From an optimization exercise on the open Yosys and OpenROAD flow, aimed at small area, a short achievable clock period and few clock cycles per item; shortcuts taken in it are not production practice. The RTL was checked by simulation tests, not by an equivalence proof against the original design. No activity file was given, so power comes from the tool's default toggle rates.

// mesh_line
module mesh_line #(
    parameter int NODE_COUNT = 4
) (
    input  logic                      clock,
    input  logic                      rst,
    input  logic                      fwd_in_valid,
    input  logic [15:0]               fwd_in_data,
    output logic                      fwd_in_credit,
    output logic                      fwd_out_valid,
    output logic [15:0]               fwd_out_data,
    output logic [3:0]                fwd_out_hops,
    input  logic                      fwd_out_credit,
    input  logic                      bwd_in_valid,
    input  logic [15:0]               bwd_in_data,
    output logic                      bwd_in_credit,
    output logic                      bwd_out_valid,
    output logic [15:0]               bwd_out_data,
    output logic [3:0]                bwd_out_hops,
    input  logic                      bwd_out_credit,
    input  logic [NODE_COUNT-1:0]     cfg_wren,
    input  logic [1:0]                cfg_op,
    input  logic [15:0]               cfg_operand
);
export LEC_CHECK = 0
export CAP_MARGIN = 20
export CORE_MARGIN = 2
export CORE_UTILIZATION = 55
export PLACE_DENSITY = 0.65
export SETUP_SLACK_MARGIN = 2.45
export SLEW_MARGIN = 20
export TNS_END_PERCENT = 5
create_clock -name core_clock -period 4.5 [get_ports {clock}]
standard.sh (not shown) runs the stock make flow with config.mk's settings and CLKGATE_MAP_FILE= SYNTH_SCRIPT=/design/flow/synth_recipe.tcl, a recipe that flattens the netlist after the stock synthesis.
==> flow/flow/run.sh <==
#!/bin/bash
# The standard layout, with two changes to how it is made:
#  - the buffer that every input and output port gets is a plain buf_2
#    (the default pick is a slow delay cell);
#  - clock tree synthesis clusters more sinks per buffer and adds no dummy loads.
# Each tool's full output stays in orfs/logs; make's own output goes to standard.log.
set -euo pipefail
export BUFFER_PORTS_ARGS="-buffer_cell sky130_fd_sc_hd__buf_2"
export CTS_ARGS="-sink_clustering_enable -repair_clock_nets -sink_clustering_size 30 -sink_clustering_max_diameter 100 -dont_use_dummy_load"
bash standard.sh > standard.log 2>&1
Testbench counts at the start, summed over its fixed seeds: cycles 3,704, words 6,144.
Change:
- SETUP_SLACK_MARGIN: 2.45 -> 2.3
Outcome: Die area does not change; worst setup slack loses 0.054 ns; core utilization falls by 1.6 points; count of clock-buffer cells in the layout stays the same; area after synthesis is unchanged; cell area falls by about 2.6%; routed wire length falls by about 2.6%; power falls by about 2.5%; synthesized cell count is unchanged.
Change:
- CTS_CLUSTER_DIAMETER: unset -> 100
- CTS_CLUSTER_SIZE: unset -> 30
- SETUP_SLACK_MARGIN: 2.3 -> 2.2
- TNS_END_PERCENT: 5 -> unset
What happened:
- hold slack loses 0.0051 ns
- die area is unchanged
- critical path depth does not change
- worst setup slack gains 0.066 ns
- wire length grows by 1.1%
- utilization grows by 1.0 points
- cell area grows by 1.7%
- total power grows by 1.2%
- sequential share of layout area shrinks by 0.81 points
- count of clock-buffer cells in the layout does not change

========
Another version of the RTL of mesh_line (not shown whole).
For scale: ~310 flip-flops, roughly 100 I/O pins, ~16,000 µm² of cells after synthesis.
Design mesh_line, start of the top module:
module mesh_line #(
    parameter int NODE_COUNT = 4
) (
    input  logic                      clock,
    input  logic                      rst,
    input  logic                      fwd_in_valid,
    input  logic [15:0]               fwd_in_data,
    output logic                      fwd_in_credit,
    output logic                      fwd_out_valid,
    output logic [15:0]               fwd_out_data,
    output logic [3:0]                fwd_out_hops,
    input  logic                      fwd_out_credit,
    input  logic                      bwd_in_valid,
    input  logic [15:0]               bwd_in_data,
    output logic                      bwd_in_credit,
    output logic                      bwd_out_valid,
    output logic [15:0]               bwd_out_data,
    output logic [3:0]                bwd_out_hops,
    input  logic                      bwd_out_credit,
    input  logic [NODE_COUNT-1:0]     cfg_wren,
    input  logic [1:0]                cfg_op,
    input  logic [15:0]               cfg_operand
);
clock: 4.5 ns
lec_check: 0
cap_margin: 20
core_margin: 2
core_utilization: 55
gpl_routability_driven: 0
place_density: 0.65
setup_slack_margin: 2.2
slew_margin: 20
Scripts as last shown in full above: flow/flow/run.sh
Testbench counts at the start, summed over its fixed seeds: cycles 3,704, words 6,144.
==> next run, changes <==
--- a/flow/config.mk
+++ b/flow/config.mk
@@ -11 +10,0 @@
-export GPL_ROUTABILITY_DRIVEN = 0
@@ -13 +12 @@
-export SETUP_SLACK_MARGIN = 2.2
+export SETUP_SLACK_MARGIN = 1.9
Outcome:
- The changed run completed without violations
- via count hardly moves
- count of clock-buffer cells in the layout stays the same
- fmax went down by about 10%
- register-to-register slack loses 240 ps
- clock skew decreases by 7.4 ps
- die area is unchanged
- synthesized cell count does not change
- power decreases by about 1%
- worst hold slack degrades by 3.2 ps
==> next run, changes <==
--- a/flow/flow/run.sh
+++ b/flow/flow/run.sh
@@ -9 +9 @@
-export CTS_ARGS="-sink_clustering_enable -repair_clock_nets -sink_clustering_size 30 -sink_clustering_max_diameter 100 -dont_use_dummy_load"
+export CTS_ARGS="-sink_clustering_enable -repair_clock_nets -sink_clustering_size 20 -sink_clustering_max_diameter 60 -dont_use_dummy_load"
--- a/flow/config.mk
+++ b/flow/config.mk
@@ -12 +12 @@
-export SETUP_SLACK_MARGIN = 1.9
+export SETUP_SLACK_MARGIN = 2.2
=> Worst setup slack gains 240 ps. Routed wire length climbs by 4.0%. Clock power went up by 42%. Sequential share of layout area went down by 1.8 points.

## what the ideal ports hide
The flow's constraints put no driver on any port. The routed layouts listed below were extracted and timed again, unchanged, in two steps. Step 1, drivers: a clkbuf_16 drives clock and a buf_2 each remaining input, both assumed. Step 2 moves the port delays by t, midway between the first and last clock arrival at a register: inputs arrive t later, outputs are due t later. That takes back most of the time a late clock gives input paths. a / b / c = no drivers / after step 1 / after step 2; a / b = the first two.
run | shift t [ns] | slack for setup (ns) | worst data-port slew with drivers (ns) | cell pins on the clock port's net
the first run of note 1 | 0.537 | 2.189 / 2.189 / 1.710 | 0.05 | 1
the second run of note 1 | 0.532 | 2.135 / 2.135 / 1.652 | 0.04 | 1
the third run of note 1 | 0.540 | 2.201 / 2.201 / 1.730 | 0.04 | 1
the first run of note 2 | 0.543 | 2.276 / 2.276 / 1.859 | 0.05 | 1
the second run of note 2 | 0.542 | 2.038 / 2.038 / 1.783 | 0.05 | 1
the third run of note 2 | 0.597 | 2.275 / 2.275 / 1.853 | 0.06 | 1
After both steps setup and hold are still met in every run listed. For the second run of note 1, which loses most, drivers alone change the setup slack by 0.000 ns; drivers and shift together by -0.483 ns.
